From an optimization exercise on the open Yosys and OpenROAD flow, aimed at small area and a short achievable clock period; shortcuts taken in it are not production practice.
RTL that was checked went through simulation tests only; none was proved equivalent to the original.
For run 7, only the layout was checked, not whether the RTL still works.
No activity file was given, so power comes from the tool's default toggle rates.

`design/flow/design.v`:
```
`default_nettype none
package ex_pkg;
    localparam logic [6:0] op_imm    = 7'b0010011;
    localparam logic [6:0] op_reg    = 7'b0110011;
    localparam logic [6:0] op_branch = 7'b1100011;
    localparam logic [6:0] op_jal    = 7'b1101111;
    localparam logic [6:0] op_jalr   = 7'b1100111;
    localparam logic [6:0] op_lui    = 7'b0110111;
    localparam logic [6:0] op_auipc  = 7'b0010111;
endpackage
`default_nettype wire
`timescale 1ns/10ps
`default_nettype none
module ex_decode (
    input  logic        clk,
    input  logic        reset_i,
    input  logic        valid_i,
    input  logic [31:0] pc_i,
    input  logic [31:0] inst_i,
    input  logic [31:0] rs1_i,
    input  logic [31:0] rs2_i,
    output logic [31:0] x_o,       
    output logic [31:0] y_o,       
    output logic [31:0] link_o,    
    output logic        cin_o,     
    output logic        s_add_o,   
    output logic        s_sr_o,
    output logic        s_sl_o,
    output logic        s_p_o,
    output logic        s_g_o,
    output logic        s_slt_o,
    output logic        s_sltu_o,
    output logic        s_link_o,
    output logic        arith_o,
    output logic        we_o,
    output logic [4:0]  rd_o,
    output logic        jump_o,
    output logic        bit0_o     
);
    logic [6:0] opc;
    logic [2:0] f3;
    logic       alt;
    logic       ok;
    logic       is_op, is_opimm, is_alu, is_lui, is_auipc, is_jal, is_jalr, is_br;
    logic       f_add, f_sub, f_sll, f_slt, f_sltu, f_xor, f_sr, f_or, f_and;
    logic       inv;
    logic       eq, lt, ltu, taken;
    logic [31:0] imm_i, imm_u, imm_b, imm_j;
    logic [31:0] rs1_rev;
    logic [31:0] x_d, y_d;
    assign opc = inst_i[6:0];
    assign f3  = inst_i[14:12];
    assign alt = inst_i[30];
    assign ok  = valid_i & ~reset_i;
    assign is_op    = opc == ex_pkg::op_reg;
    assign is_opimm = opc == ex_pkg::op_imm;
    assign is_alu   = is_op | is_opimm;
    assign is_lui   = opc == ex_pkg::op_lui;
    assign is_auipc = opc == ex_pkg::op_auipc;
    assign is_jal   = opc == ex_pkg::op_jal;
    assign is_jalr  = (opc == ex_pkg::op_jalr) & (f3 == 3'b000);
    assign is_br    = (opc == ex_pkg::op_branch) & (f3[2:1] != 2'b01);
    assign f_sub  = is_op & (f3 == 3'b000) & alt;
    assign f_add  = is_alu & (f3 == 3'b000) & ~f_sub;
    assign f_sll  = is_alu & (f3 == 3'b001);
    assign f_slt  = is_alu & (f3 == 3'b010);
    assign f_sltu = is_alu & (f3 == 3'b011);
    assign f_xor  = is_alu & (f3 == 3'b100);
    assign f_sr   = is_alu & (f3 == 3'b101);
    assign f_or   = is_alu & (f3 == 3'b110);
    assign f_and  = is_alu & (f3 == 3'b111);
    assign inv    = f_sub | f_slt | f_sltu;
    assign imm_i = {{20{inst_i[31]}}, inst_i[31:20]};
    assign imm_u = {inst_i[31:12], 12'b0};
    assign imm_b = {{20{inst_i[31]}}, inst_i[7], inst_i[30:25], inst_i[11:8], 1'b0};
    assign imm_j = {{12{inst_i[31]}}, inst_i[19:12], inst_i[20], inst_i[30:21], 1'b0};
    always_comb begin
        for (int i = 0; i < 32; i++) rs1_rev[i] = rs1_i[31-i];
    end
    logic [29:0] inc_q, inc_c;
    always_comb begin
        inc_q = pc_i[31:2];
        for (int l = 0; l < 5; l++) begin
            for (int i = 29; i >= 0; i--) begin
                if ((i >> l) & 1) inc_q[i] = inc_q[i] & inc_q[((i >> l) << l) - 1];
            end
        end
        inc_c = {inc_q[28:0], 1'b1};
    end
    assign x_d = ({32{(is_alu & ~f_sll) | is_jalr}} & rs1_i)
               | ({32{f_sll}} & rs1_rev)
               | ({32{is_auipc | is_jal | is_br}} & pc_i);
    assign y_d = ({32{is_op}} & rs2_i)
               | ({32{is_opimm | is_jalr}} & imm_i)
               | ({32{is_lui | is_auipc}} & imm_u)
               | ({32{is_br}} & imm_b)
               | ({32{is_jal}} & imm_j);
    logic [30:0] cl, ce;
    logic        e31;
    always_comb begin
        cl = ~rs1_i[30:0] & rs2_i[30:0];
        ce = ~(rs1_i[30:0] ^ rs2_i[30:0]);
        for (int s = 1; s < 32; s = s * 2) begin
            for (int i = 0; i + s < 31; i = i + 2 * s) begin
                cl[i] = cl[i+s] | (ce[i+s] & cl[i]);
                ce[i] = ce[i+s] & ce[i];
            end
        end
    end
    assign e31 = ~(rs1_i[31] ^ rs2_i[31]);
    assign eq  = e31 & ce[0];
    assign ltu = (~rs1_i[31] & rs2_i[31]) | (e31 & cl[0]);
    assign lt  = (rs1_i[31] & ~rs2_i[31]) | (e31 & cl[0]);
    always_comb begin
        case (f3[2:1])
            2'b00:   taken = eq ^ f3[0];
            2'b10:   taken = lt ^ f3[0];
            default: taken = ltu ^ f3[0];
        endcase
    end
    always_ff @(posedge clk) begin
        x_o      <= x_d;
        y_o      <= y_d ^ {32{inv}};
        link_o   <= {pc_i[31:2] ^ inc_c, pc_i[1:0]};
        cin_o    <= inv;
        s_add_o  <= ok & (f_add | f_sub | is_lui | is_auipc);
        s_sr_o   <= ok & f_sr;
        s_sl_o   <= ok & f_sll;
        s_p_o    <= ok & (f_xor | f_or);
        s_g_o    <= ok & (f_and | f_or);
        s_slt_o  <= ok & f_slt;
        s_sltu_o <= ok & f_sltu;
        s_link_o <= ok & (is_jal | is_jalr);
        arith_o  <= alt & ~f_sll;
        we_o     <= ok & (is_alu | is_lui | is_auipc | is_jal | is_jalr);
        rd_o     <= inst_i[11:7] & {5{ok & (is_alu | is_lui | is_auipc | is_jal | is_jalr)}};
        jump_o   <= ok & (is_jal | is_jalr | (is_br & taken));
        bit0_o   <= ~is_jalr;
    end
endmodule
`default_nettype wire
`timescale 1ns/10ps
`default_nettype none
module ex_alu (
    input  logic        clk,
    input  logic        reset_i,
    input  logic [31:0] x_i,
    input  logic [31:0] y_i,
    input  logic [31:0] link_i,
    input  logic        cin_i,
    input  logic        s_add_i,
    input  logic        s_sr_i,
    input  logic        s_sl_i,
    input  logic        s_p_i,
    input  logic        s_g_i,
    input  logic        s_slt_i,
    input  logic        s_sltu_i,
    input  logic        s_link_i,
    input  logic        arith_i,
    input  logic        we_i,
    input  logic [4:0]  rd_i,
    input  logic        jump_i,
    input  logic        bit0_i,
    output logic        wb_we_o,
    output logic [4:0]  wb_rd_o,
    output logic [31:0] wb_data_o,
    output logic        jump_flag_o,
    output logic [31:0] jump_addr_o
);
    logic        rn;
    logic [31:0] p, g, sum, result;
    logic        cout, lt, ltu;
    assign rn   = ~reset_i;
    assign p    = x_i ^ y_i;
    assign g    = x_i & y_i;
    logic [31:0] gg [0:5];
    logic [31:0] pp [0:5];
    logic [32:0] c;
    always_comb begin
        gg[0] = g;
        pp[0] = p;
        for (int l = 0; l < 5; l++) begin
            for (int i = 0; i < 32; i++) begin
                if ((i >> l) & 1) begin
                    gg[l+1][i] = gg[l][i] | (pp[l][i] & gg[l][((i >> l) << l) - 1]);
                    pp[l+1][i] = pp[l][i] & pp[l][((i >> l) << l) - 1];
                end else begin
                    gg[l+1][i] = gg[l][i];
                    pp[l+1][i] = pp[l][i];
                end
            end
        end
        c[0] = cin_i;
        for (int i = 0; i < 32; i++) c[i+1] = gg[5][i] | (pp[5][i] & cin_i);
    end
    assign sum  = p ^ c[31:0];
    assign cout = c[32];
    assign ltu  = ~cout;
    assign lt   = (x_i[31] == y_i[31]) ? x_i[31] : ~cout;
    logic [32:0] ext, ext_sh;
    logic [47:0] sh4;
    logic        fill, r0, r16, l0, l16;
    logic [31:0] shr_sel, shl_sel;
    assign fill   = arith_i & x_i[31];
    assign ext    = {fill, x_i};
    assign ext_sh = $signed(ext) >>> y_i[3:0];
    assign sh4    = {{16{fill}}, ext_sh[31:0]};
    assign r0     = s_sr_i & ~y_i[4];
    assign r16    = s_sr_i & y_i[4];
    assign l0     = s_sl_i & ~y_i[4];
    assign l16    = s_sl_i & y_i[4];
    always_comb begin
        for (int i = 0; i < 32; i++) begin
            shr_sel[i] = (r0 & sh4[i]) | (r16 & sh4[i+16]);
            shl_sel[i] = (l0 & sh4[31-i]) | (l16 & sh4[47-i]);
        end
    end
    always_comb begin
        for (int i = 0; i < 32; i++) begin
            result[i] = shr_sel[i] | shl_sel[i] | (s_p_i & p[i]) | (s_g_i & g[i])
                      | (s_link_i & link_i[i]);
        end
        result[0] = result[0] | (s_slt_i & lt) | (s_sltu_i & ltu);
    end
    logic [31:0] sum_q, other_q;
    logic        add_q, we_q, flag_q, flag0_q;
    logic [4:0]  rd_q;
    always_ff @(posedge clk) begin
        sum_q   <= sum;
        other_q <= result & {32{rn}};
        add_q   <= s_add_i & rn;
        we_q    <= we_i & rn;
        rd_q    <= rd_i & {5{rn}};
        flag_q  <= jump_i & rn;
        flag0_q <= jump_i & bit0_i & rn;
    end
    assign wb_we_o     = we_q;
    assign wb_rd_o     = rd_q;
    assign wb_data_o   = (sum_q & {32{add_q}}) | other_q;
    assign jump_flag_o = flag_q;
    assign jump_addr_o = {sum_q[31:1] & {31{flag_q}}, sum_q[0] & flag0_q};
endmodule
`default_nettype wire
`timescale 1ns/10ps
`default_nettype none
module ex_top (
    input  logic        clk,
    input  logic        reset_i,
    input  logic        valid_i,
    input  logic [31:0] pc_i,
    input  logic [31:0] inst_i,
    input  logic [31:0] rs1_i,
    input  logic [31:0] rs2_i,
    output logic        wb_we_o,
    output logic [4:0]  wb_rd_o,
    output logic [31:0] wb_data_o,
    output logic        jump_flag_o,
    output logic [31:0] jump_addr_o
);
    logic [31:0] x, y, link;
    logic        cin, s_add, s_sr, s_sl, s_p, s_g, s_slt, s_sltu, s_link, arith;
    logic        we, jump, bit0;
    logic [4:0]  rd;
    ex_decode u_decode (
        .clk(clk), .reset_i(reset_i), .valid_i(valid_i), .pc_i(pc_i), .inst_i(inst_i),
        .rs1_i(rs1_i), .rs2_i(rs2_i),
        .x_o(x), .y_o(y), .link_o(link), .cin_o(cin), .s_add_o(s_add), .s_sr_o(s_sr),
        .s_sl_o(s_sl), .s_p_o(s_p), .s_g_o(s_g), .s_slt_o(s_slt), .s_sltu_o(s_sltu),
        .s_link_o(s_link), .arith_o(arith), .we_o(we), .rd_o(rd), .jump_o(jump), .bit0_o(bit0)
    );
    ex_alu u_alu (
        .clk(clk), .reset_i(reset_i),
        .x_i(x), .y_i(y), .link_i(link), .cin_i(cin), .s_add_i(s_add), .s_sr_i(s_sr),
        .s_sl_i(s_sl), .s_p_i(s_p), .s_g_i(s_g), .s_slt_i(s_slt), .s_sltu_i(s_sltu),
        .s_link_i(s_link), .arith_i(arith), .we_i(we), .rd_i(rd), .jump_i(jump), .bit0_i(bit0),
        .wb_we_o(wb_we_o), .wb_rd_o(wb_rd_o), .wb_data_o(wb_data_o),
        .jump_flag_o(jump_flag_o), .jump_addr_o(jump_addr_o)
    );
endmodule
`default_nettype wire
`timescale 1ns/10ps
`default_nettype none
module ex_unit (
    input  logic        clk,
    input  logic        reset_i,
    input  logic        issue_valid_i,
    input  logic [31:0] issue_pc_i,
    input  logic [31:0] issue_inst_i,
    input  logic [31:0] issue_rs1_i,
    input  logic [31:0] issue_rs2_i,
    output logic        wb_we_o,
    output logic [4:0]  wb_rd_o,
    output logic [31:0] wb_data_o,
    output logic        jump_flag_o,
    output logic [31:0] jump_addr_o
);
    ex_top u_top (
        .clk(clk), .reset_i(reset_i), .valid_i(issue_valid_i), .pc_i(issue_pc_i),
        .inst_i(issue_inst_i), .rs1_i(issue_rs1_i), .rs2_i(issue_rs2_i),
        .wb_we_o(wb_we_o), .wb_rd_o(wb_rd_o), .wb_data_o(wb_data_o),
        .jump_flag_o(jump_flag_o), .jump_addr_o(jump_addr_o)
    );
endmodule
`default_nettype wire
```
`design/flow/flow/run.sh`:
```
#!/bin/bash
# Standard ORFS layout; only the port buffers differ: small buffers instead of
# the resizer's default pick.
set -euo pipefail
export BUFFER_PORTS_ARGS="-buffer_cell sky130_fd_sc_hd__buf_1"
bash standard.sh > standard.log 2>&1
```
`design/flow/standard.sh`:
```
#!/bin/bash
# synth_recipe.tcl (not shown) runs the flow's synth.tcl, then flattens the netlist and writes it again
# the make line also repeats each setting of config.mk as NAME=value (left out here)
make -C /OpenROAD-flow-scripts/flow DESIGN_CONFIG=/design/flow/config.mk WORK_HOME=/design/flow/orfs CLKGATE_MAP_FILE= SYNTH_SCRIPT=/design/flow/synth_recipe.tcl "${@:-finish}"
```
`design/flow/config.mk`:
```
export PLATFORM = sky130hd
export DESIGN_NAME = ex_unit
export DESIGN_NICKNAME = ex_unit
export VERILOG_FILES = /design/flow/design.v
export SDC_FILE = /design/flow/constraint.sdc
export NUM_CORES = 4
export LEC_CHECK = 0
export CAP_MARGIN = 20
export CORE_MARGIN = 2
export CORE_UTILIZATION = 40
export CTS_BUF_LIST = sky130_fd_sc_hd__clkbuf_8
export SETUP_SLACK_MARGIN = 2.6
export SLEW_MARGIN = 20
```
`design/flow/constraint.sdc`:
```
create_clock -name core_clock -period 5.0 [get_ports {clk}]
set_input_delay 1.0000 -clock core_clock [delete_from_list [all_inputs] [get_ports {clk}]]
set_output_delay 1.0000 -clock core_clock [all_outputs]
set_load 0.01 [all_outputs]
```
==> flow_summary.toml, run 1 <==
[finish]
nFillCells = 2548
drive_gt1_share_pct = 28.0
num-nets-final = 1627
diodes = 0
synthToLayoutAreaGrowth_pct = 31.8

[synth]
yosysTopAreaCellShare_pct = 34.3
synth.distinct_cells = 64
synth_common_cells = "187 x dfxtp_1, 100 x nand2_1, 78 x a21oi_1"
syn_nets = 1404
synth-edff-count = 0
syn_avg_cell_area_um2 = 9.09
synth.area.top_cells = "dfxtp_1 34%, ha_1 8.0%, xnor2_1 4.6%, a221oi_1 3.9%, a21o_1 3.9%"
async_flop_share_pct = 0
synth_ff_type = "dfxtp_1"
syn-cell-area_um2 = 10900
synth.ff_latch_count = 187
synth.largest_area_cell = "dfxtp_1"
yosysWarningCount = 4
yosysSeqAreaShare_pct = 34.3
synth.most_common_cell = "dfxtp_1"
syn_inst = 1202

[sta]
worstMarginPinSlew_ps = 1070
max_freq_mhz = 397
drv_slew = 0
slew_headroom_pct = 28.6
rsz0062_at_grt = "yes"
finalSetupViolations = 0
hold_ws_ps = 459
tns_ps = 0
finalCritPeriodShare_pct = 50.4
finClkSkew_ps = 18.1
period_minus_slack_ps = 2520
final_hold_viol_count = 0

[power_and_ir_drop]
p_int_mw = 2.23
power_frac_clock_pct = 38.7
pwr-share-comb_pct = 11.5
vdd_drop_max_mv = 0.158
power.sequential.fraction_pct = 49.9
p_sw_uw = 876
switching_share_pct = 28.2
power_density_nw_per_um2 = 215
p_leak_nw = 6.28

[critical_path]
critPathMaxFanout = 6
required_ps = 5430
critPathArrivalTime_ps = 2950
r2r_cells = 10
ff2ff_setup_slack_ps = 2480
worstSetupStartpointType = "flop"
critPathKind = "reg2reg"
end_kind = "flop"

[clock_network]
tritoncts = "built"
clk_latency_ps = 490
cts_root_buffer = "clkbuf_8"
cts_buffers = 17
clock_path_buffers = 2
clkSinkCount = 187
cts-htree-levels = 4
hold_buffers = 0
clkTransAtPathRegs_ps = 120

[place]
gp_congestion = 0.958
io_buffer_count = 201
dp_hpwl_um = 33200

[floorplanning]
die_area_um2 = 28700
rows = 60
start_util_pct = 40.7
die_h_um = 169
core_um2 = 26900
die_w_um = 169
io-pin-count = 202

[detailed_routing]
wl_per_cell_um = 25.1
num_vias = 10700
drc_errors = 0
ant_nets = 0
drt_iter0_drc = 1167
via_per_inst = 6.03
drt_pre_antenna_iters = 6
totalWireLength_um = 44700

[global_routing]
overflow = 0
grt_pass1_vias = 10200
grt_pass1_wl_um = 63900
grt_max_degree = 44
gr-usage-all-layers_pct = 30.0
antenna_found_initial = 1

[flow_run]
maxCapViolations = 0

[outcome]
status = "finished clean"

[hold_path]
hold_class = "reg2reg"
whs_path_depth = 1
-- cell usage in the layout, fill, tap and decap left out, drive strengths merged, types with 6 or more instances in the layout --
cell type and count:
a211oi 7, a21o 57, a21oi 78, a221o 33, a221oi 50, a222oi 36, a22oi 8, and2 48
and3 9, buf 268, clkbuf 27, dfxtp 187, ha 70, inv 54, mux2 13, mux2i 37
mux4 15, nand2 100, nand2b 6, nand3 22, nand4 13, nor2 69, nor2b 19, nor3 15
o211ai 9, o21a 10, o21ai 38, xnor2 57, xor2 24
-- registers in the layout, summed over array words and instances (netlist names), 5 cells and up --
name                   count
u_top.u_decode.y_o        32
u_top.u_decode.link_o     32
u_top.u_alu.rd_q           5
u_top.u_decode.x_o        32
u_top.u_decode.rd_o        5
u_top.u_alu.sum_q         32
u_top.u_alu.other_q       32
-- worst paths after layout --
kind / startpoint / end
max: u_top.u_decode.x_o[14]$_DFF_P_ / u_top.u_alu.sum_q[23]$_DFF_P_
min: u_top.u_decode.rd_o[4]$_DFF_P_ / u_top.u_alu.rd_q[4]$_DFF_P_
max reg2reg: u_top.u_decode.x_o[14]$_DFF_P_ / u_top.u_alu.sum_q[23]$_DFF_P_
min reg2reg: u_top.u_decode.rd_o[4]$_DFF_P_ / u_top.u_alu.rd_q[4]$_DFF_P_
-- cells by family after synthesis --
family                     synth area share [%]
AOI/OAI and AO/OA                          23.9
xor gates and xnor gates                   6.49
adders and majority gates                  8.20
buffers and inverters                      4.79
DFF                                        34.3
muxes                                      8.06
and+or+nand+nor                            14.3
-- stage by stage --
step           instances  area [um2]  utilization, %  power [mW]  setup slack [ps]
2_1_floorplan       1202       11300               -        1.74              2310
3_3_place_gp        1684       12300            45.6        1.88              1620
3_5_place_dp        1684       12300            45.6        1.89              1560
4_1_cts             1758       13700            51.0        3.09              2420
5_1_grt             1779       14400            53.6        3.20              2400
6_report            1779       14400            53.6        3.10              2480
-- final cells by class --
type | count | area (um2) | share of cell area (%)
flip-flops and latches | 187 | 3790 | 26.3
clock inverters | 15 | 233 | 1.62
multi-input cells | 890 | 7780 | 54.0
inverters | 49 | 213 | 1.48
repair buffers | 280 | 1720 | 12.0
clock buffers | 17 | 234 | 1.62
well taps | 341 | 427 | 2.96
-- timing repair --
| item | CTS | global route |
|---|---|---|
| endpoints found under the setup margin | 195 | 174 |
| buffers inserted | 38 | 16 |
| resized for setup | 165 | 174 |
| pin swaps | 52 | 91 |
| gates cloned | 4 | 3 |
-- worst max-delay path, cell delays in order, from the launching register on --
cell	delay, ps
dfxtp_4	400
ha_2	320
and4_2	290
a2111oi_4	430
a21oi_4	130
buf_4	160
buf_6	120
o21ai_2	120
nand2b_1	140
a21oi_2	210
xnor2_2	140
-- power by group through the flow --
| stage | clock network (mW) | registers (mW) | logic [mW] |
|---|---|---|---|
| after floorplan | 0 | 1.57 | 0.166 |
| final | 1.20 | 1.55 | 0.356 |
| after global routing | 1.27 | 1.55 | 0.380 |
| after detailed placement | 0 | 1.58 | 0.301 |
| after global placement | 0 | 1.58 | 0.300 |
| after CTS | 1.21 | 1.55 | 0.334 |
-- layer usage --
| layer | up-vias | global-route usage, % | share of wire [%] |
|---|---|---|---|
| li1 | 4926 | - | - |
| met1 | 5104 | 39.8 | 43 |
| met2 | 589 | 47.2 | 45 |
| met3 | 110 | 5.85 | 7.0 |
| met4 | 2 | 13.8 | 4.8 |
| met5 | - | 0 | 0.016 |
==> run 2, diff against run 1 <==
--- a/design/flow/config.mk
+++ b/design/flow/config.mk
@@ -11,3 +11,4 @@
 export CTS_BUF_LIST = sky130_fd_sc_hd__clkbuf_8
-export SETUP_SLACK_MARGIN = 2.6
+export SETUP_SLACK_MARGIN = 2.45
 export SLEW_MARGIN = 20
+export SYNTH_HIERARCHICAL = 1
==> run 2 against run 1 <==
  * First-iteration DRC count is 17% higher
  * Flip-flop and latch count did not move
  * Fmax fell by 2.4%
  * Register-to-register slack got worse by 60 ps
  * Clock-buffer cell count stayed put
  * Critical path depth is 1 lower
  * Combinational power shrank 4%
  * Via count about the same
  * Total power is 6.1% lower
  * Clock power shrank 15%
  * Clock skew grew 4.8 ps
  * Final area is 5.5% lower
==> flow_summary.toml, run 2 <==
[synth]
async_flop_share_pct = 0
syn-cell-area_um2 = 11100
syn_avg_cell_area_um2 = 9.08
syn_nets = 1424
yosysTopAreaCellShare_pct = 33.7
synth.largest_area_cell = "dfxtp_1"
synth.distinct_cells = 69
synth.ff_latch_count = 187
synth_ff_type = "dfxtp_1"
syn_inst = 1222
synth_common_cells = "187 x dfxtp_1, 121 x nand2_1, 85 x inv_1"
synth.area.top_cells = "dfxtp_1 34%, ha_1 7.9%, a222oi_1 6.2%, xnor2_1 4.8%, nand2_1 4.1%"
synth.most_common_cell = "dfxtp_1"
yosysSeqAreaShare_pct = 33.7
yosysWarningCount = 10
synth-edff-count = 0

[clock_network]
clock_path_buffers = 2
tritoncts = "built"
clkSinkCount = 187
clkTransAtPathRegs_ps = 120
cts_root_buffer = "clkbuf_8"
clk_latency_ps = 490
cts_buffers = 17
cts-htree-levels = 4

[global_routing]
grt_pass1_vias = 9547
grt_use_met2_pct = 40.2
grtUsageMet1_pct = 39.0
overflow = 0
grt_max_degree = 44
gr-usage-all-layers_pct = 26.7
antenna_found_initial = 2
grt_use_met3_pct = 4.74
grt_busiest_layer = "met2"
grt_pass1_wl_um = 58400

[critical_path]
critPathMaxFanout = 5
crit_family = "compound AO/OA/AOI/OAI gates"
r2r_cells = 9
r2r_end = "u_top.u_alu.sum_q[26]$_DFF_P_"
required_ps = 5370
slowest_stage = "dfxtp_4"
path_cells = "ha_4, and2_4, o31a_1, a311oi_2, o31ai_4, a21o_1, a211oi_4, o21bai_1, xor2_1"
regToRegStartpoint = "u_top.u_decode.x_o[14]$_DFF_P_"
critPathArrivalTime_ps = 2950
end_kind = "flop"
worstSetupStartpointType = "flop"
critPathKind = "reg2reg"
ff2ff_setup_slack_ps = 2420
path_buf_inv = 0
slowest_delay_ps = 380

[hold_path]
hold_class = "reg2reg"
whs_path_depth = 1
hold_end = "u_top.u_alu.add_q$_DFF_P_"
hp-start = "u_top.u_decode.s_add_o$_DFF_P_"

[sta]
rsz0062_at_grt = "yes"
slew_headroom_pct = 26.0
finClkSkew_ps = 22.9
worstMarginPinSlew_ps = 1110
finalCritPeriodShare_pct = 51.6
period_minus_slack_ps = 2580
final_hold_viol_count = 0
tns_ps = 0
hold_ws_ps = 439
finalSetupViolations = 0
drv_slew = 0
max_freq_mhz = 387

[detailed_routing]
drc_errors = 0
drt_pre_antenna_iters = 12
wl_per_cell_um = 22.4
num_vias = 10700
drt_iter0_drc = 1367
totalWireLength_um = 40300
via_per_inst = 5.97
ant_nets = 0

[power_and_ir_drop]
vdd_drop_max_mv = 0.152
p_leak_nw = 5.88
power_density_nw_per_um2 = 214

[outcome]
status = "finished clean"

[floorplanning]
die_area_um2 = 29100
rows = 60
io-pin-count = 202
die_w_um = 171
start_util_pct = 41.0
die_h_um = 171
core_um2 = 27100

[finish]
num-nets-final = 1617
final_common_cell = "buf_1"
diodes = 0
drive_gt1_share_pct = 18.3
nFillCells = 2609
regArea_um2 = 3790
synthToLayoutAreaGrowth_pct = 22.7
multi_input_area_um2 = 7250
mostFrequentLayoutCells = "177 x buf_1, 166 x dfxtp_1, 118 x nand2_1, 71 x inv_1, 70 x nor2_1"

[place]
io_buffer_count = 201
gp_congestion = 0.962
dp_hpwl_um = 31100

[flow_run]
maxCapViolations = 0
[run 2: cell type report]
type	count	area share, %
inverters	86	2.54
flip-flops and latches	187	27.9
clock inverters	15	1.27
multi-input cells	876	53.3
repair inverters	2	0.0919
well taps	372	3.42
clock buffers	17	1.72
repair buffers	245	9.84
[run 2: what timing repair did]
item,in CTS,in global routing
hold buffers,0,0
buffers inserted,5,19
setup endpoints to repair,182,131
gates cloned,4,4
pin swaps,8,35
resized for setup,51,124
[run 2: kinds of logic (layout without fill, tap and decap cells)]
family / Yosys count / in the layout / synth area share, %
multiplexers: 49 / 49 / 7.59
XOR/XNOR: 81 / 81 / 6.39
AND/OR/NAND/NOR: 353 / 354 / 15.5
buffers and inverters: 160 / 365 / 6.19
adder cells (fa/ha/maj): 71 / 71 / 8.07
flip-flops: 187 / 187 / 33.7
AO/OA/AOI/OAI: 321 / 321 / 22.5
[run 2: per-stage QoR]
| step | std cells | area (um2) | total power, mW | util [%] | setup slack, ps |
|---|---|---|---|---|---|
| after detailed placement | 1736 | 12300 | 1.88 | 45.4 | 1600 |
| final | 1800 | 13600 | 2.91 | 50.3 | 2420 |
| after CTS | 1777 | 13000 | 2.90 | 48.1 | 2380 |
| after floorplan | 1222 | 11300 | 1.73 | - | 2400 |
| after global routing | 1800 | 13600 | 3.02 | 50.3 | 2360 |
| after global placement | 1736 | 12300 | 1.88 | 45.4 | 1570 |
[run 2: worst max-delay path by stage]
stage                                        start                        endpoint  slack, ps  cells past startpoint
floorplan                          issue_rs1_i[21]   u_top.u_decode.jump_o$_DFF_P_       2400                      9
global placement                   issue_inst_i[3]  u_top.u_decode.x_o[31]$_DFF_P_       1570                      7
detailed placement                 issue_inst_i[3]  u_top.u_decode.y_o[20]$_DFF_P_       1600                      8
CTS                                issue_inst_i[3]   u_top.u_decode.y_o[2]$_DFF_P_       2380                      8
global route        u_top.u_decode.x_o[14]$_DFF_P_   u_top.u_alu.sum_q[26]$_DFF_P_       2360                      9
finish              u_top.u_decode.x_o[14]$_DFF_P_   u_top.u_alu.sum_q[26]$_DFF_P_       2420                      9
[run 2: power by group]
part	internal, mW	total [mW]	switching (mW)
Combinational	0.136	0.341	0.205
Clock	0.382	1.02	0.643
Sequential	1.52	1.55	0.0274
Total	2.04	2.91	0.875
[run 2: layer usage]
layer | wire, um | vias to the layer above
li1 | - | 4900
met1 | 17700 | 5104
met2 | 17500 | 657
met3 | 3810 | 78
met4 | 1330 | 0
met5 | 0 | -
[run 2: modules after synthesis (local to each module, per instance), a selection]
module | cells | flip-flops and latches
ex_alu | 703 | 73
ex_decode | 519 | 114
==> run 3, diff against run 2 <==
--- a/design/flow/config.mk
+++ b/design/flow/config.mk
@@ -7,2 +7,3 @@
 export LEC_CHECK = 0
+export ABC_AREA = 1
 export CAP_MARGIN = 20
@@ -13,2 +14 @@
 export SLEW_MARGIN = 20
-export SYNTH_HIERARCHICAL = 1
==> run 3 against run 2 <==
  * Still clean on timing, DRC and antenna
  * Via count increased by 16%
  * Non-clock buffer count decreased by 19
  * Clock skew up 2.9 ps
  * Setup slack improved by 55 ps
  * Sequential power about the same
  * Total power grew 1.7%
  * Worst hold slack got worse by 30 ps
  * Combinational power decreased by 6.2%
  * Largest power group unchanged
==> flow_summary.toml, run 3 <==
[finish]
drive_gt1_share_pct = 6.58
num-nets-final = 2074
nFillCells = 3116
synthToLayoutAreaGrowth_pct = 14.5
final_common_cell = "nand2_1"
mostFrequentLayoutCells = "468 x nand2_1, 197 x buf_1, 185 x dfxtp_1, 175 x inv_1, 163 x nand3_1"

[synth]
synth_ff_type = "dfxtp_1"
yosys.area_share.simple_pct = 28.8
synth.distinct_cells = 51
async_flop_share_pct = 0
synth_mux_area_share_pct = 0
synth.area.top_cells = "dfxtp_1 32%, nand2_1 15%, ha_1 7.4%, nand3_1 6.9%, inv_1 5.6%"
synth_adder_area_share_pct = 7.56
synth.most_common_cell = "nand2_1"
synth_common_cells = "470 x nand2_1, 187 x dfxtp_1, 178 x inv_1"
synth-edff-count = 0
synth.largest_area_cell = "dfxtp_1"
synth.ff_latch_count = 187
synthXorXnorAreaFrac_pct = 5.62
synth-compound-area-share_pct = 17.5
syn_avg_cell_area_um2 = 6.97
syn-cell-area_um2 = 11900
synth_top_family_by_area = "simple AND/OR/NAND/NOR gates"
yosysWarningCount = 4
syn_nets = 1903
syn_inst = 1701
yosysTopAreaCellShare_pct = 31.6
yosysSeqAreaShare_pct = 31.6

[place]
gp_congestion = 1.00
dp_hpwl_um = 39200
io_buffer_count = 201

[floorplanning]
io-pin-count = 202
die_area_um2 = 31000
core_um2 = 29400
die_w_um = 176
rows = 63
start_util_pct = 40.3
die_h_um = 176

[detailed_routing]
via_per_inst = 5.48
totalWireLength_um = 47800
wl_per_cell_um = 21.0
drt_iter0_drc = 1216
ant_nets = 0
num_vias = 12500
drc_errors = 0
drt_pre_antenna_iters = 6

[sta]
finalSetupViolations = 0
period_minus_slack_ps = 2530
tns_ps = 0
max_freq_mhz = 396
final_hold_viol_count = 0
finClkSkew_ps = 25.7
worstMarginPinSlew_ps = 805
slew_headroom_pct = 46.4
rsz0062_at_grt = "yes"
hold_ws_ps = 410
finalCritPeriodShare_pct = 50.5
drv_slew = 0

[power_and_ir_drop]
vdd_drop_max_mv = 0.139
p_leak_nw = 6.60
power_density_nw_per_um2 = 218

[critical_path]
ff2ff_setup_slack_ps = 2520
worstSetupStartpoint = "issue_inst_i[1]"
critPathArrivalTime_ps = 2890
required_ps = 5360
end_kind = "flop"
r2r_cells = 13
worstSetupEndpoint = "u_top.u_decode.y_o[19]$_DFF_P_"
critPathMaxFanout = 31
worstSetupStartpointType = "input port"
critPathKind = "in2reg"
regToRegStartpoint = "u_top.u_decode.y_o[3]$_DFF_P_"
r2r_end = "u_top.u_alu.other_q[0]$_DFF_P_"

[global_routing]
grt_busiest_layer = "met2"
antenna_found_initial = 2
overflow = 0
grt_pass1_vias = 11500
grtUsageMet1_pct = 42.0
grt_pass1_wl_um = 70600
gr-usage-all-layers_pct = 30.6
grt_use_met2_pct = 47.7
grt_max_degree = 43
grt_use_met3_pct = 5.08

[clock_network]
tritoncts = "built"
cts_buffers = 17
clk_latency_ps = 500
clkSinkCount = 187
clock_path_buffers = 2
cts_root_buffer = "clkbuf_8"
clkTransAtPathRegs_ps = 110
cts-htree-levels = 4
hold_buffers = 0

[flow_run]
maxCapViolations = 0

[hold_path]
hold_class = "reg2reg"

[outcome]
status = "finished clean"
run 3: what timing repair did:
item | in CTS | in global routing
setup endpoints to repair | 67 | 81
buffers inserted | 0 | 8
cloned | 1 | 1
resized for setup | 13 | 32
pin swaps | 0 | 8
run 3: cell type report:
cell class / count / area (um2) / share of cell area, %
flip-flops and latches: 187 / 3750 / 27.6
inverters: 188 / 719 / 5.30
multi-input cells: 1251 / 7160 / 52.8
diodes: 1 / 2.50 / 0.0184
clock buffers: 17 / 234 / 1.72
clock inverters: 15 / 198 / 1.46
well taps: 390 / 488 / 3.60
repair inverters: 1 / 7.51 / 0.0553
repair buffers: 226 / 1010 / 7.43
run 3: where the power goes:
| group | switching, mW | internal, mW | leakage, nW |
|---|---|---|---|
| sequential | 0.0244 | 1.52 | 1.52 |
| combinational | 0.219 | 0.101 | 4.86 |
| clock | 0.623 | 0.473 | 0.220 |
run 3: how the worst min path moves through the flow:
stage,endpoint,depth (start not counted),from
final,u_top.u_alu.we_q$_DFF_P_,2,u_top.u_decode.we_o$_DFF_P_
after global routing,u_top.u_alu.rd_q[2]$_DFF_P_,2,u_top.u_decode.rd_o[2]$_DFF_P_
after CTS,u_top.u_alu.we_q$_DFF_P_,2,u_top.u_decode.we_o$_DFF_P_
after detailed placement,u_top.u_alu.we_q$_DFF_P_,2,u_top.u_decode.we_o$_DFF_P_
after global placement,u_top.u_alu.rd_q[0]$_DFF_P_,2,u_top.u_decode.rd_o[0]$_DFF_P_
after floorplan,u_top.u_alu.add_q$_DFF_P_,2,u_top.u_decode.s_add_o$_DFF_P_
run 3: kinds of logic after synthesis:
group | Yosys count
DFF | 187
AOI/OAI and AO/OA | 311
xor gates and xnor gates | 76
and+or+nand+nor | 793
adders and majority gates | 71
buffers and inverters | 263
run 3: per-layer routing:
metal | up-vias | wire length, um
met4 | 2 | 1890
met1 | 5749 | 21300
li1 | 5980 | -
met3 | 91 | 3880
met2 | 640 | 20800
met5 | - | 12
run 3: metrics by stage:
step           cell area [um2]  cells  setup WS [ps]  utilization [%]  total power [mW]
2_1_floorplan            11900   1701           2460                -              1.73
3_3_place_gp             12900   2233           1650             43.8              1.89
3_5_place_dp             12900   2233           1780             43.8              1.89
4_1_cts                  13400   2266           2460             45.5              2.97
5_1_grt                  13600   2275           2330             46.1              3.07
6_report                 13600   2276           2470             46.2              2.96
run 3: critical path, stage by stage:
cell	delay [ps]
buf_1	70
nand2_1	100
nor2_2	70
nand2_1	120
clkinv_1	120
nand2_1	230
clkinvlp_4	530
a22oi_1	370
nand2_1	100
xor2_1	160
==> run 4, diff against run 3 <==
--- a/design/flow/config.mk
+++ b/design/flow/config.mk
@@ -7,3 +7,2 @@
 export LEC_CHECK = 0
-export ABC_AREA = 1
 export CAP_MARGIN = 20
@@ -12,2 +11,3 @@
 export CTS_BUF_LIST = sky130_fd_sc_hd__clkbuf_8
+export GPL_ROUTABILITY_DRIVEN = 0
 export SETUP_SLACK_MARGIN = 2.45
==> run 4 against run 3 <==
  * Global-route usage down 3.5 points
  * Largest power group unchanged
  * First-iteration DRC count up 0.90%
  * Worst hold slack better by 44 ps
  * Combinational power up 1%
  * Critical path type is now reg2reg
  * Total power down 0.98%
  * Fmax down 1.7%
  * Highest routed layer is now met4
==> flow_summary.toml, run 4 <==
[critical_path]
required_ps = 5370
end_kind = "flop"
critPathKind = "reg2reg"
worstSetupStartpointType = "flop"
critPathArrivalTime_ps = 2940
critPathMaxFanout = 3

[flow_run]
maxCapViolations = 0

[power_and_ir_drop]
power_frac_clock_pct = 36.2
vdd_drop_max_mv = 0.152
switching_share_pct = 29.5
pwr-share-comb_pct = 11.0
power.sequential.fraction_pct = 52.8
p_sw_uw = 864
power_density_nw_per_um2 = 219
p_int_mw = 2.07
p_leak_nw = 5.73

[floorplanning]
core_um2 = 26900
rows = 60
io-pin-count = 202
die_w_um = 169
start_util_pct = 40.7
die_area_um2 = 28700
die_h_um = 169

[place]
io_buffer_count = 201
dp_hpwl_um = 31000
dpl.cell_count = 1681

[finish]
drive_gt1_share_pct = 18.0
diodes = 0
instances_no_fill = 1743
num-nets-final = 1591
mostFrequentLayoutCells = "176 x buf_1, 167 x dfxtp_1, 97 x nand2_1, 66 x nor2_1, 66 x a21oi_1"
regArea_um2 = 3780
synthToLayoutAreaGrowth_pct = 22.4
final_common_cell = "buf_1"
multi_input_area_um2 = 7310
nFillCells = 2591

[global_routing]
antenna_found_initial = 0
gr-usage-all-layers_pct = 27.0
grt_max_degree = 44
overflow = 0
grt_pass1_wl_um = 59000
grt_pass1_vias = 9701
grt_use_met2_pct = 42.2
grt_busiest_layer = "met2"
grtUsageMet1_pct = 38.1
grt_use_met3_pct = 4.43

[detailed_routing]
drc_errors = 0
ant_nets = 0
num_vias = 10500
totalWireLength_um = 40300
wl_per_cell_um = 23.1
via_per_inst = 6.02
drt_iter0_drc = 1227
drt_pre_antenna_iters = 8

[clock_network]
cts-htree-levels = 4
tritoncts = "built"
cts_root_buffer = "clkbuf_8"
clkTransAtPathRegs_ps = 110
cts_buffers = 17
clkSinkCount = 187
clock_path_buffers = 2
clk_latency_ps = 490
hold_buffers = 0

[hold_path]
hold_class = "reg2reg"

[sta]
rsz0062_at_grt = "yes"
period_minus_slack_ps = 2570
final_hold_viol_count = 0
finalCritPeriodShare_pct = 51.4
worstMarginPinSlew_ps = 1150
slew_headroom_pct = 22.9
max_freq_mhz = 389
tns_ps = 0
drv_slew = 0
finalSetupViolations = 0
finClkSkew_ps = 17.6

[synth]
syn_inst = 1202
yosysWarningCount = 4
syn_avg_cell_area_um2 = 9.09
yosysTopAreaCellShare_pct = 34.3
synth.distinct_cells = 64
synth_ff_type = "dfxtp_1"
synth.area.top_cells = "dfxtp_1 34%, ha_1 8.0%, xnor2_1 4.6%, a221oi_1 3.9%, a21o_1 3.9%"
syn-cell-area_um2 = 10900
yosysSeqAreaShare_pct = 34.3
async_flop_share_pct = 0
synth-edff-count = 0
syn_nets = 1404
synth.most_common_cell = "dfxtp_1"
synth_common_cells = "187 x dfxtp_1, 100 x nand2_1, 78 x a21oi_1"
synth.largest_area_cell = "dfxtp_1"
synth.ff_latch_count = 187

[outcome]
status = "finished clean"
==> run 4: final cells by class <==
class                      count  area share [%]
clock buffer                  17            1.75
clock inverter                15            1.34
inverter                      49            1.47
multi-input combinational    891            54.7
sequential                   187            28.3
tap                          341            3.19
timing repair buffer         243            9.32
==> run 4: path summary, 6_finish.rpt <==
path	startpoint	end	slack, ps	depth (start not counted)
worst max-delay path	u_top.u_decode.y_o[4]$_DFF_P_	u_top.u_alu.sum_q[11]$_DFF_P_	2430	10
worst min-delay path	u_top.u_decode.rd_o[0]$_DFF_P_	u_top.u_alu.rd_q[0]$_DFF_P_	450	1
worst max register to register	u_top.u_decode.y_o[4]$_DFF_P_	u_top.u_alu.sum_q[11]$_DFF_P_	2430	10
worst min register to register	u_top.u_decode.rd_o[0]$_DFF_P_	u_top.u_alu.rd_q[0]$_DFF_P_	450	1
==> run 4: cells by family after synthesis <==
| logic type | Yosys count | synth area share, % |
|---|---|---|
| mux | 65 | 8.06 |
| compound gates | 353 | 23.9 |
| fa+ha+maj | 71 | 8.20 |
| flops | 187 | 34.3 |
| simple gates | 318 | 14.3 |
| buf+inv | 127 | 4.79 |
| xor+xnor | 81 | 6.49 |
==> run 4: power by group through the flow <==
stage | logic (mW) | clock network [mW] | registers, mW
after floorplan | 0.158 | 0 | 1.57
after global placement | 0.280 | 0 | 1.58
after global routing | 0.348 | 1.13 | 1.55
after detailed placement | 0.284 | 0 | 1.59
final | 0.324 | 1.06 | 1.55
after CTS | 0.297 | 1.07 | 1.55
==> run 4: timing repair <==
action / 4_1_cts / 5_1_grt
cloned: 1 / 3
resized for setup: 72 / 106
setup endpoints to repair: 153 / 140
buffers inserted: 14 / 11
pin swaps: 21 / 38
==> run 4: layer usage <==
layer	vias up	wire length [um]
li1	4856	-
met1	4953	17500
met2	615	17900
met3	77	3510
met4	0	1310
met5	-	0
==> run 4: metrics by stage <==
| stage | area, um2 | hold slack (ps) | power (mW) | utilization [%] | worst slack (ps) |
|---|---|---|---|---|---|
| floorplan | 11100 | 406 | 1.73 | - | 2310 |
| global placement | 12100 | 419 | 1.86 | 44.9 | 1520 |
| detailed placement | 12100 | 425 | 1.87 | 45.0 | 1450 |
| CTS | 12900 | 454 | 2.91 | 48.0 | 2360 |
| global route | 13400 | 467 | 3.03 | 49.8 | 2370 |
| finish | 13400 | 454 | 2.93 | 49.8 | 2430 |
==> run 4: worst max-delay path, stage by stage (launching register included) <==
cell     delay (ps)
dfxtp_4         370
buf_12          120
ha_4            210
a21o_1          160
a221o_1         320
a31o_2          250
and2_1          180
o21a_1          190
or2_2           300
a21oi_2         150
xnor2_1         210
==> run 5, diff against run 4 <==
--- a/design/flow/config.mk
+++ b/design/flow/config.mk
@@ -11,3 +11,2 @@
 export CTS_BUF_LIST = sky130_fd_sc_hd__clkbuf_8
-export GPL_ROUTABILITY_DRIVEN = 0
 export SETUP_SLACK_MARGIN = 2.45
==> run 5 against run 4 <==
  * Critical path depth unchanged
  * Largest power group unchanged
  * Critical endpoint is now u_top.u_decode.jump_o$_DFF_P_
  * Die area stayed put
  * Clock skew rose by 5.8 ps
==> flow_summary.toml, run 5 <==
[power_and_ir_drop]
power_density_nw_per_um2 = 216
vdd_drop_max_mv = 0.139
p_leak_nw = 5.75

[finish]
drive_gt1_share_pct = 18.8
synthToLayoutAreaGrowth_pct = 23.2
nFillCells = 2632
final_common_cell = "buf_1"
regArea_um2 = 3790
num-nets-final = 1601
diodes = 0
mostFrequentLayoutCells = "180 x buf_1, 165 x dfxtp_1, 97 x nand2_1, 64 x nor2_1, 64 x a21oi_1"
multi_input_area_um2 = 7310

[critical_path]
critPathMaxFanout = 3
critPathArrivalTime_ps = 2950
path_cells = "buf_1, ha_4, nand4_1, or3_4, nor2_4, nand4_1, a21oi_2, nand3b_1, o221ai_2, o21a_1"
crit_family = "simple AND/OR/NAND/NOR gates"
end_kind = "flop"
path_buf_inv = 1
worstSetupStartpoint = "issue_rs2_i[25]"
regToRegStartpoint = "u_top.u_decode.y_o[0]$_DFF_P_"
slowest_stage = "or3_4"
worstSetupStartpointType = "input port"
slowest_delay_ps = 450
critPathKind = "in2reg"
required_ps = 5430
cp_common_cell = "nand4_1"

[floorplanning]
core_um2 = 26900
die_w_um = 169
io-pin-count = 202
die_area_um2 = 28700
rows = 60
start_util_pct = 40.7
die_h_um = 169

[place]
dp_hpwl_um = 32900
gp_congestion = 0.972
post-place-ws_ps = 1460
io_buffer_count = 201

[clock_network]
clock_path_buffers = 2
cts_root_buffer = "clkbuf_8"
tritoncts = "built"
clk_latency_ps = 490
cts-htree-levels = 4
clkTransAtPathRegs_ps = 120
clkSinkCount = 187
cts_buffers = 17

[sta]
worstMarginPinSlew_ps = 941
max_freq_mhz = 397
finClkSkew_ps = 23.4
period_minus_slack_ps = 2520
finalSetupViolations = 0
finalCritPeriodShare_pct = 50.4
drv_slew = 0
rsz0062_at_grt = "yes"
slew_headroom_pct = 36.6
final_hold_viol_count = 0
finalWorstSetupSlack_ps = 2480
tns_ps = 0

[hold_path]
hp-start = "u_top.u_decode.rd_o[3]$_DFF_P_"
hold_class = "reg2reg"

[detailed_routing]
drt_pre_antenna_iters = 8
num_vias = 10500
via_per_inst = 6.00
drt_iter0_drc = 958
totalWireLength_um = 42300
ant_nets = 0
wl_per_cell_um = 24.1
drc_errors = 0

[global_routing]
grt_pass1_vias = 10100
grt_pass1_wl_um = 62100
grt_max_degree = 35
overflow = 0
gr-usage-all-layers_pct = 28.9
antenna_found_initial = 0

[synth]
yosysSeqAreaShare_pct = 34.3
syn-cell-area_um2 = 10900
synth-edff-count = 0
syn_nets = 1404
async_flop_share_pct = 0
synth_ff_type = "dfxtp_1"
synth.area.top_cells = "dfxtp_1 34%, ha_1 8.0%, xnor2_1 4.6%, a221oi_1 3.9%, a21o_1 3.9%"
synth.ff_latch_count = 187
synth.distinct_cells = 64
syn_avg_cell_area_um2 = 9.09
synth.largest_area_cell = "dfxtp_1"
yosysWarningCount = 4
synth.most_common_cell = "dfxtp_1"
syn_inst = 1202
yosysTopAreaCellShare_pct = 34.3
synth_common_cells = "187 x dfxtp_1, 100 x nand2_1, 78 x a21oi_1"

[outcome]
status = "finished clean"

[flow_run]
maxCapViolations = 0
[run 5: cell counts after synthesis]
Identical to the previous run, type by type.
[run 5: path summary, 6_finish.rpt]
| kind | depth (start not counted) | slack [ps] | end |
|---|---|---|---|
| worst max-delay path | 10 | 2480 | u_top.u_decode.jump_o$_DFF_P_ |
| worst min-delay path | 1 | 450 | u_top.u_alu.rd_q[3]$_DFF_P_ |
| worst max register to register | 9 | 2490 | u_top.u_alu.other_q[2]$_DFF_P_ |
| worst min register to register | 1 | 450 | u_top.u_alu.rd_q[3]$_DFF_P_ |
[run 5: power by group]
group          internal, mW  switching (mW)  leakage (nW)
sequential             1.52          0.0258          1.54
clock                 0.401           0.626         0.207
combinational         0.129           0.203          4.01
[run 5: cell type report]
class                           instances  area share [%]
Tap cell                              341            3.17
Clock buffer                           19            1.94
Inverter                               49            1.41
Timing Repair Buffer                  255            9.94
Sequential cell                       187            28.2
Multi-Input combinational cell        889            54.3
Clock inverter                         13            1.06
[run 5: cells by family after synthesis]
logic type | count (synthesis) | share of synthesized area [%]
flops | 187 | 34.3
compound gates | 353 | 23.9
buf+inv | 127 | 4.79
mux | 65 | 8.06
simple gates | 318 | 14.3
fa+ha+maj | 71 | 8.20
xor+xnor | 81 | 6.49
[run 5: what timing repair did]
action	in CTS	in global routing
cloned	2	1
buffers inserted	18	14
hold buffers	0	0
gates resized for setup	75	91
setup endpoints to repair	154	144
pin swaps	18	31
[run 5: layer usage]
metal  global-route usage, %  up-vias  share of wire [%]
met2                    45.3      517                 44
met4                    13.5        0                4.6
met3                    5.08       92                7.7
met1                    38.8     5039                 44
li1                        -     4870                  -
met5                       0        -                  0
[run 5: metrics by stage]
stage	instance area, um2	power, mW	util (%)	std cells	hold WS, ps
after global routing	13500	3.00	50.1	1753	456
after CTS	13000	2.89	48.5	1738	451
after floorplan	11100	1.73	-	1202	406
after detailed placement	12100	1.87	45.1	1686	414
after global placement	12100	1.87	45.1	1686	416
final	13500	2.91	50.1	1753	449
==> run 6, diff against run 5 <==
--- a/design/flow/config.mk
+++ b/design/flow/config.mk
@@ -11,3 +11,3 @@
 export CTS_BUF_LIST = sky130_fd_sc_hd__clkbuf_8
-export SETUP_SLACK_MARGIN = 2.45
+export SETUP_SLACK_MARGIN = 2.35
 export SLEW_MARGIN = 20
==> run 6 against run 5 <==
  * Cell count down 1.3%
  * Clock-buffer cell count down 2
  * Utilization down 1.6 points
==> flow_summary.toml, run 6 <==
[clock_network]
clk_latency_ps = 480
cts_buffers = 17
tritoncts = "built"
cts_root_buffer = "clkbuf_8"
clkSinkCount = 187
clock_path_buffers = 2
hold_buffers = 0
cts-htree-levels = 4
clkTransAtPathRegs_ps = 110

[synth]
yosysWarningCount = 4
yosysSeqAreaShare_pct = 34.3
synth.ff_latch_count = 187
synth.distinct_cells = 64
syn_avg_cell_area_um2 = 9.09
async_flop_share_pct = 0
yosysTopAreaCellShare_pct = 34.3
synth_common_cells = "187 x dfxtp_1, 100 x nand2_1, 78 x a21oi_1"
syn_nets = 1404
synth.largest_area_cell = "dfxtp_1"
synth-edff-count = 0
syn_inst = 1202
synth.most_common_cell = "dfxtp_1"
synth_ff_type = "dfxtp_1"
syn-cell-area_um2 = 10900
synth.area.top_cells = "dfxtp_1 34%, ha_1 8.0%, xnor2_1 4.6%, a221oi_1 3.9%, a21o_1 3.9%"

[global_routing]
gr-usage-all-layers_pct = 28.4
overflow = 0
grt_max_degree = 41
grt_pass1_wl_um = 61200
grt_pass1_vias = 9910
antenna_found_initial = 0

[detailed_routing]
drt_iter0_drc = 890
wl_per_cell_um = 23.9
num_vias = 10300
drt_pre_antenna_iters = 6
totalWireLength_um = 41300
ant_nets = 0
drc_errors = 0
via_per_inst = 5.96

[floorplanning]
die_h_um = 169
die_area_um2 = 28700
rows = 60
start_util_pct = 40.7
die_w_um = 169
core_um2 = 26900
io-pin-count = 202

[sta]
drv_slew = 0
rsz0062_at_grt = "yes"
finalSetupViolations = 0
max_freq_mhz = 379
tns_ps = 0
hold_ws_ps = 443
worstMarginPinSlew_ps = 1170
finClkSkew_ps = 25.5
period_minus_slack_ps = 2640
slew_headroom_pct = 21.7
final_hold_viol_count = 0
finalCritPeriodShare_pct = 52.7

[finish]
instances_no_fill = 1730
synthToLayoutAreaGrowth_pct = 19.3
drive_gt1_share_pct = 13.7
mostFrequentLayoutCells = "187 x buf_1, 171 x dfxtp_1, 98 x nand2_1, 68 x a21oi_1, 66 x nor2_1"
num-nets-final = 1578
final_common_cell = "buf_1"
diodes = 0
final_core_util_pct = 48.5

[critical_path]
worstSetupStartpointType = "flop"
required_ps = 5350
slowest_stage = "mux4_1"
critPathArrivalTime_ps = 2990
critPathMaxFanout = 18
path_cells = "buf_12, mux4_1, and2_1, nor3_1, a31oi_1, nand2_1, o21ai_1, a221oi_2, nor2_1"
critPathKind = "reg2reg"
end_kind = "flop"
slowest_delay_ps = 640

[power_and_ir_drop]
vdd_drop_max_mv = 0.137
power.total_mw = 2.99
p_leak_nw = 5.59
power_density_nw_per_um2 = 230

[flow_run]
maxCapViolations = 0

[hold_path]
hold_class = "reg2reg"

[outcome]
status = "finished clean"

[place]
dp_hpwl_um = 32900
dpl.cell_count = 1687
gp_congestion = 0.954
io_buffer_count = 201
==> run 6: cell counts after synthesis <==
Identical to the previous run, type by type.
==> run 6: cell type report <==
class / count / area, um2
Sequential cell: 187 / 3770
Tap cell: 341 / 427
Clock buffer: 17 / 234
Fill cell: 2612 / 13800
Clock inverter: 15 / 225
Timing Repair Buffer: 233 / 1070
Inverter: 49 / 186
Multi-Input combinational cell: 888 / 7120
==> run 6: worst paths after layout <==
| path | from | endpoint | slack (ps) | cells past startpoint |
|---|---|---|---|---|
| max | u_top.u_decode.y_o[0]$_DFF_P_ | u_top.u_alu.other_q[4]$_DFF_P_ | 2360 | 9 |
| min | u_top.u_decode.bit0_o$_DFF_P_ | u_top.u_alu.flag0_q$_DFF_P_ | 440 | 1 |
| max reg2reg | u_top.u_decode.y_o[0]$_DFF_P_ | u_top.u_alu.other_q[4]$_DFF_P_ | 2360 | 9 |
| min reg2reg | u_top.u_decode.bit0_o$_DFF_P_ | u_top.u_alu.flag0_q$_DFF_P_ | 440 | 1 |
==> run 6: stage by stage <==
stage / cell area (um2) / setup slack [ps]
after floorplan: 11100 / 2310
after global placement: 12100 / 1620
after detailed placement: 12100 / 1610
after CTS: 12700 / 2330
after global routing: 13000 / 2310
final: 13000 / 2360
==> run 6: power breakdown <==
group	switching, mW	leakage (nW)	internal (mW)
sequential	0.0275	1.53	1.52
combinational	0.194	3.84	0.116
clock	0.650	0.223	0.481
total	0.871	5.59	2.12
==> run 6: repair_timing <==
| item | 4_1_cts | 5_1_grt |
|---|---|---|
| pin swaps | 4 | 17 |
| setup buffers | 2 | 8 |
| resized for setup | 51 | 50 |
| cloned | 1 | 0 |
| endpoints found under the setup margin | 106 | 56 |
==> run 6: critical path, delay by kind of cell, from the launching register on <==
family	cells	cell delay (ps)
flops	1	380
buf+inv	1	180
mux	1	640
simple gates	4	660
compound gates	3	650
==> run 6: per-layer routing <==
| metal | track usage, % | vias up | wire (um) |
|---|---|---|---|
| met5 | 0 | - | 0 |
| met4 | 12.2 | 0 | 1840 |
| met3 | 3.01 | 84 | 2590 |
| met2 | 44.8 | 520 | 18200 |
| met1 | 39.6 | 4885 | 18700 |
| li1 | - | 4830 | - |
==> run 6: kinds of logic (layout without fill, tap and decap cells) <==
kind of cell | Yosys count | after routing | share of synthesized area (%)
muxes | 65 | 65 | 8.06
AOI/OAI and AO/OA | 353 | 353 | 23.9
adders and majority gates | 71 | 71 | 8.20
and+or+nand+nor | 318 | 318 | 14.3
DFF | 187 | 187 | 34.3
buffers and inverters | 127 | 314 | 4.79
xor gates and xnor gates | 81 | 81 | 6.49
==> run 7, diff against run 6 <==
--- a/design/flow/design.v
+++ b/design/flow/design.v
@@ -143,2 +143,13 @@
 `default_nettype none
+module ex_pg (
+    input  logic gh_i,
+    input  logic ph_i,
+    input  logic gl_i,
+    input  logic pl_i,
+    output logic g_o,
+    output logic p_o
+);
+    assign g_o = gh_i | (ph_i & gl_i);
+    assign p_o = ph_i & pl_i;
+endmodule
 module ex_alu (
@@ -178,18 +189,21 @@
     logic [32:0] c;
-    always_comb begin
-        gg[0] = g;
-        pp[0] = p;
-        for (int l = 0; l < 5; l++) begin
-            for (int i = 0; i < 32; i++) begin
-                if ((i >> l) & 1) begin
-                    gg[l+1][i] = gg[l][i] | (pp[l][i] & gg[l][((i >> l) << l) - 1]);
-                    pp[l+1][i] = pp[l][i] & pp[l][((i >> l) << l) - 1];
-                end else begin
-                    gg[l+1][i] = gg[l][i];
-                    pp[l+1][i] = pp[l][i];
-                end
+    assign gg[0] = g;
+    assign pp[0] = p;
+    for (genvar l = 0; l < 5; l++) begin : g_lvl
+        for (genvar i = 0; i < 32; i++) begin : g_bit
+            if ((i >> l) & 1) begin : g_node
+                ex_pg u_pg (
+                    .gh_i(gg[l][i]), .ph_i(pp[l][i]),
+                    .gl_i(gg[l][((i >> l) << l) - 1]), .pl_i(pp[l][((i >> l) << l) - 1]),
+                    .g_o(gg[l+1][i]), .p_o(pp[l+1][i])
+                );
+            end else begin : g_pass
+                assign gg[l+1][i] = gg[l][i];
+                assign pp[l+1][i] = pp[l][i];
             end
         end
-        c[0] = cin_i;
-        for (int i = 0; i < 32; i++) c[i+1] = gg[5][i] | (pp[5][i] & cin_i);
+    end
+    assign c[0] = cin_i;
+    for (genvar i = 0; i < 32; i++) begin : g_cin
+        assign c[i+1] = gg[5][i] | (pp[5][i] & cin_i);
     end
--- a/design/flow/config.mk
+++ b/design/flow/config.mk
@@ -11,3 +11,4 @@
 export CTS_BUF_LIST = sky130_fd_sc_hd__clkbuf_8
-export SETUP_SLACK_MARGIN = 2.35
+export SETUP_SLACK_MARGIN = 2.45
 export SLEW_MARGIN = 20
+export SYNTH_HIERARCHICAL = 1
==> run 7 against run 6 <==
  * Setup slack barely moved
  * Global-route usage rose by 1.1 points
  * Routed wire length rose by 20%
  * Critical path type unchanged
  * Clock skew fell by 3.7 ps
  * Largest power group unchanged
  * Via count rose by 17%
  * Total power fell by 0.92%
  * Still clean on timing, DRC and antenna
==> flow_summary.toml, run 7 <==
[outcome]
status = "finished clean"

[sta]
slew_headroom_pct = 35.0
finalCritPeriodShare_pct = 52.7
max_freq_mhz = 379
worstMarginPinSlew_ps = 975
final_hold_viol_count = 0
tns_ps = 0
finalWorstSetupSlack_ps = 2360
finalSetupViolations = 0
finClkSkew_ps = 21.8
rsz0062_at_grt = "yes"
period_minus_slack_ps = 2640
drv_slew = 0

[global_routing]
antenna_found_initial = 0
gr-usage-all-layers_pct = 29.5
overflow = 0
grt_use_met2_pct = 44.9
grt_busiest_layer = "met2"
grt_use_met3_pct = 5.01
grt_pass1_vias = 11300
grt_max_degree = 49
grt_pass1_wl_um = 73100
grtUsageMet1_pct = 42.1

[synth]
synth_ff_type = "dfxtp_1"
synth_common_cells = "187 x dfxtp_1, 124 x and2_1, 115 x a21o_1"
synth.area.top_cells = "dfxtp_1 30%, ha_1 7.0%, a21o_1 6.9%, mux4_2 6.3%, and2_1 6.2%"
syn_nets = 1555
synth_adder_area_share_pct = 7.19
synth.most_common_cell = "dfxtp_1"
syn_avg_cell_area_um2 = 9.21
synth-compound-area-share_pct = 25.1
synth_mux_area_share_pct = 10.9
synth_top_family_by_area = "compound AO/OA/AOI/OAI gates"
yosysTopAreaCellShare_pct = 30.0
synth-edff-count = 0
syn-cell-area_um2 = 12500
async_flop_share_pct = 0
synth.ff_latch_count = 187
syn_inst = 1353
yosysWarningCount = 12
synthXorXnorAreaFrac_pct = 6.04
synth.largest_area_cell = "dfxtp_1"
yosys.area_share.simple_pct = 15.2
synth.distinct_cells = 68
yosysSeqAreaShare_pct = 30.0

[finish]
final_core_util_pct = 47.8
diodes = 0
final_common_cell = "buf_1"
drive_gt1_share_pct = 18.7
num-nets-final = 1722
mostFrequentLayoutCells = "168 x buf_1, 158 x dfxtp_1, 118 x and2_1, 111 x a21o_1"
synthToLayoutAreaGrowth_pct = 17.7

[place]
gp_congestion = 0.974
post-place-ws_ps = 1500
dp_hpwl_um = 38300
io_buffer_count = 201

[power_and_ir_drop]
p_leak_nw = 6.68
vdd_drop_max_mv = 0.132
power.total_mw = 2.96
power_density_nw_per_um2 = 202

[critical_path]
end_kind = "flop"
slowest_delay_ps = 430
slowest_stage = "ha_1"
cp_common_cell = "and2_1"
crit_family = "simple AND/OR/NAND/NOR gates"
path_buf_inv = 0
path_cells = "ha_1, and2_1, and2_1, and2_1, and2_1, and2_1, a21oi_2, mux2_2, a21oi_2, o22ai_2"
worstSetupStartpointType = "flop"
critPathKind = "reg2reg"
critPathArrivalTime_ps = 2970
required_ps = 5330
critPathMaxFanout = 9

[clock_network]
clkTransAtPathRegs_ps = 110
tritoncts = "built"
clkSinkCount = 187
cts_buffers = 17
clk_latency_ps = 480
clock_path_buffers = 2
cts_root_buffer = "clkbuf_8"
hold_buffers = 0
cts-htree-levels = 4

[floorplanning]
die_w_um = 181
start_util_pct = 40.6
die_h_um = 181
rows = 64
core_um2 = 30700
die_area_um2 = 32600
io-pin-count = 202

[detailed_routing]
drt_iter0_drc = 1918
totalWireLength_um = 49400
num_vias = 12100
via_per_inst = 6.26
drc_errors = 0
ant_nets = 0
drt_pre_antenna_iters = 10
wl_per_cell_um = 25.6

[hold_path]
hold_class = "reg2reg"

[flow_run]
maxCapViolations = 0
[run 7: changes by cell type in the layout (fill, tap and decap cells not counted), sizes merged, moves of 25 or more]
cell	before	now
nor2	68	41
a221o	33	1
mux4	15	40
inv	51	86
a221oi	50	23
a21o	57	115
o22ai	1	27
a222oi	36	70
and2	47	127
[run 7: cell families (layout without fill, tap and decap cells)]
group	count (synthesis)	count (layout)
flip-flops	187	187
adder cells (fa/ha/maj)	71	71
buffers and inverters	162	342
AND/OR/NAND/NOR	351	351
multiplexers	82	82
XOR/XNOR	86	86
AO/OA/AOI/OAI	414	414
[run 7: per-module statistics from Yosys (local to each module, per instance), a selection]
| module | cell area (um2) | flops+latches | cells inside | copies in the design |
|---|---|---|---|---|
| ex_decode | 5130 | 114 | 519 | 1 |
| ex_pg | 13.8 | 0 | 2 | 80 |
| ex_alu | 6230 | 73 | 674 | 1 |
[run 7: cell type report]
type | count | area, um2
Clock buffer | 18 | 248
Clock inverter | 14 | 154
Sequential cell | 187 | 3790
Fill cell | 2985 | 16000
Tap cell | 396 | 495
Multi-Input combinational cell | 1004 | 8520
Timing Repair Buffer | 230 | 1140
Inverter | 80 | 317
[run 7: where the power goes]
group	leakage [nW]	switching (mW)	internal, mW	total [mW]
sequential	1.54	0.0324	1.52	1.56
combinational	4.94	0.215	0.138	0.352
clock	0.209	0.625	0.432	1.06
total	6.68	0.871	2.09	2.96
[run 7: timing repair]
action	4_1_cts	5_1_grt
setup endpoints to repair	150	116
setup buffers	5	4
cloned	1	0
pin swaps	11	21
gates resized for setup	70	102
hold endpoints to repair	0	0
[run 7: final timing paths]
kind | startpoint | end | slack [ps] | depth (start not counted)
worst max-delay path | u_top.u_decode.x_o[25]$_DFF_P_ | u_top.u_alu.other_q[0]$_DFF_P_ | 2360 | 10
worst min register to register | u_top.u_decode.rd_o[4]$_DFF_P_ | u_top.u_alu.rd_q[4]$_DFF_P_ | 450 | 1
worst max register to register | u_top.u_decode.x_o[25]$_DFF_P_ | u_top.u_alu.other_q[0]$_DFF_P_ | 2360 | 10
worst min-delay path | u_top.u_decode.rd_o[4]$_DFF_P_ | u_top.u_alu.rd_q[4]$_DFF_P_ | 450 | 1
[run 7: through the flow]
stage               hold WS (ps)  area (um2)  std cells
floorplan                    406       12700       1353
global placement             425       13700       1887
detailed placement           431       13700       1887
CTS                          458       14300       1925
global route                 464       14700       1929
finish                       455       14700       1929
[run 7: layer usage]
metal | vias to the layer above | wire (um)
li1 | 5404 | -
met1 | 5710 | 21500
met2 | 830 | 20900
met3 | 124 | 4860
met4 | 0 | 2150
met5 | - | 0

## what the ideal ports hide
Ports are ideal in the flow. The routed layouts listed here were re-timed in OpenROAD. Step 1 (the two cells are an assumption about what drives the block):
set clk [get_ports {clk}]
set_driving_cell -lib_cell sky130_fd_sc_hd__clkbuf_16 $clk
set_driving_cell -lib_cell sky130_fd_sc_hd__buf_2 [delete_from_list [all_inputs] $clk]
Step 2 times the ports against the registers' clock, not the clock port: input delays grow and output delays shrink by t, the midpoint of the rising clock arrivals with the driver on. Three values: no drivers, after step 1, after step 2; two values: the first two.
run | t (ns) | setup WS [ns] | cell pins on the clock port's net
run 1 | 0.534 | 2.479 / 2.479 / 2.094 | 1
run 2 | 0.524 | 2.419 / 2.419 / 1.944 | 1
run 3 | 0.538 | 2.474 / 2.502 / 1.964 | 1
run 4 | 0.525 | 2.431 / 2.431 / 1.938 | 1
run 5 | 0.530 | 2.482 / 2.490 / 1.974 | 1
run 6 | 0.517 | 2.363 / 2.363 / 1.937 | 1
run 7 | 0.519 | 2.363 / 2.363 / 1.987 | 1
After both steps setup and hold are still met in every run listed. The setup slack of run 3, which loses most, moves by +0.028 ns with the drivers and by -0.510 ns with both steps.
